What follows belongs to an exercise in optimizing a design on an open flow for small area and a short achievable clock period; a production flow would make more cautious choices. The RTL was checked by simulation tests, not by an equivalence proof against the original design. Power is estimated from default activity; no workload was simulated.

Setup of P:
## simple_fixed
module simple_fixed (
  input  logic                   clock,
  input  logic                   reset,
  input  logic [2:0]             instr_format,
  input  logic [10:0]            op_code,
  input  logic [6:0]             dest_reg_addr,
  input  logic [127:0]           src_reg_a,
  input  logic [127:0]           src_reg_b,
  input  logic [17:0]            imm_value,
  input  logic                   enable_reg_write,
  input  logic                   branch_is_taken,
  output logic [127:0]           wb_data,
  output logic [6:0]             wb_reg_addr,
  output logic                   wb_enable_reg_write
);
  logic k_add, k_sub, k_ceq, k_cgt, k_and, k_or, k_xor, k_nand;
  logic negate, is_half, is_imm, valid;
  fx_decode i_decode (
    .reset           (reset),
    .instr_format    (instr_format),
    .op_code         (op_code),
    .branch_is_taken (branch_is_taken),
    .k_add (k_add), .k_sub (k_sub), .k_ceq (k_ceq), .k_cgt (k_cgt),
    .k_and (k_and), .k_or (k_or), .k_xor (k_xor), .k_nand (k_nand),
    .negate (negate), .is_half (is_half), .is_imm (is_imm), .valid (valid)
  );
  logic         q_ar, q_ceq, q_cgt, q_and, q_or, q_xor, q_nand, q_half, q_write;
  logic [127:0] q_p, q_g, result;
  logic [3:0]   q_ps16;
  logic [6:0]   q_dest;
  fx_issue_reg i_issue_reg (
    .clock (clock),
    .k_add (k_add), .k_sub (k_sub), .k_ceq (k_ceq), .k_cgt (k_cgt),
    .k_and (k_and), .k_or (k_or), .k_xor (k_xor), .k_nand (k_nand),
    .negate (negate), .is_half (is_half), .is_imm (is_imm),
    .src_a (src_reg_a), .src_b (src_reg_b), .imm (imm_value[9:0]),
  ...
Size in the first run: ~2900 cells after synthesis, ~410 flip-flops, ~440 I/O pins, roughly 22000 sq um of cells after synthesis.
==> flow/config.mk <==
export PLATFORM = sky130hd
export DESIGN_NAME = simple_fixed
export DESIGN_NICKNAME = simple_fixed
export VERILOG_FILES = /design/flow/design.v
export SDC_FILE = /design/flow/constraint.sdc
export NUM_CORES = 4
export LEC_CHECK = 0
export ABC_AREA = 1
export CAP_MARGIN = 20
export CORE_MARGIN = 2
export CORE_UTILIZATION = 40
export CTS_BUF_LIST = sky130_fd_sc_hd__clkbuf_4 sky130_fd_sc_hd__clkbuf_8
export SETUP_SLACK_MARGIN = 2.7
export SLEW_MARGIN = 20
==> flow/constraint.sdc <==
create_clock -name core_clock -period 5.0 [get_ports {clock}]
set_input_delay 1.0000 -clock core_clock [delete_from_list [all_inputs] [get_ports {clock}]]
set_output_delay 1.0000 -clock core_clock [all_outputs]
set_load 0.01 [all_outputs]
standard.sh (not shown) runs the stock make flow with config.mk's settings and CLKGATE_MAP_FILE= SYNTH_SCRIPT=/design/flow/synth_recipe.tcl, a recipe that flattens the netlist after the stock synthesis.
==> flow/flow/run.sh <==
#!/bin/bash
# The standard layout (standard.sh, unchanged synthesis and steps), except that the port
# buffers are the smallest buffer cell instead of the one buffer_ports picks by default.
# ORFS writes each step's log under orfs/logs/; make's own output goes to make_finish.log.
set -euo pipefail
cd "$(dirname "$0")/.."
bash standard.sh "BUFFER_PORTS_ARGS=-buffer_cell sky130_fd_sc_hd__buf_1" finish > make_finish.log 2>&1
Edits applied to the flow inputs when going from P to Q:
- a change of SETUP_SLACK_MARGIN from 2.7 to 2.4
- a deleted CTS_BUF_LIST that had been sky130_fd_sc_hd__clkbuf_4 sky130_fd_sc_hd__clkbuf_8
==> flow/flow/run.sh <==
#!/bin/bash
# The standard layout (standard.sh: unchanged synthesis and steps) with two changes to how
# cells are chosen: the port buffers are the smallest buffer cell instead of the one
# buffer_ports picks by default, and clock tree synthesis uses clkbuf_4/clkbuf_8 in clusters
# of up to 16 sinks, without dummy loads. ORFS writes each step's log under orfs/logs/;
# make's own output goes to make_finish.log.
set -euo pipefail
cd "$(dirname "$0")/.."
bash standard.sh \
  "BUFFER_PORTS_ARGS=-buffer_cell sky130_fd_sc_hd__buf_1" \
  "CTS_ARGS=-sink_clustering_enable -repair_clock_nets -dont_use_dummy_load -buf_list {sky130_fd_sc_hd__clkbuf_4 sky130_fd_sc_hd__clkbuf_8} -sink_clustering_size 16 -sink_clustering_max_diameter 60" \
  finish > make_finish.log 2>&1
Findings:
Of P and Q, Q shows the lower number of buffers inserted during clock tree synthesis, with P above it.
In Q, the hold slack came out 0.010 ns below the value in P.
The higher clock insertion delay at the later pin of the skew report came out of P.
Delta (Q minus P): fmax went down about 8%, clock network fraction of design power went down 14 points, post-DP HPWL went up 0.39%.

what the ideal ports hide:
Ports are ideal in the flow. The routed layouts listed here were re-timed in OpenROAD. Step 1 (the two cells are an assumption about what drives the block):
set clk [get_ports {clock}]
set_driving_cell -lib_cell sky130_fd_sc_hd__clkbuf_16 $clk
set_driving_cell -lib_cell sky130_fd_sc_hd__buf_2 [delete_from_list [all_inputs] $clk]
Step 2 adds t to the input delays and takes it off the output delays; t is the mean of the earliest and latest rising clock arrival at the registers after step 1. Input paths then give back, and output paths get back, about the clock's delay inside the block. a / b / c = ideal / step 1 / step 2; a / b = the first two.
run	shift t [ns]	setup slack, ns	hold slack, ns	clock arrival spread, ns	cell pins on the clock port's net
P	0.725	2.672 / 2.672 / 2.001	0.404 / 0.404 / 0.404	0.028 / 0.028	1
Q	0.672	2.461 / 2.487 / 1.815	0.394 / 0.394 / 0.394	0.061 / 0.061	1
After both steps setup and hold are still met in every run listed. For P, which loses most, drivers alone change the setup slack by 0.000 ns; drivers and shift together by -0.671 ns.
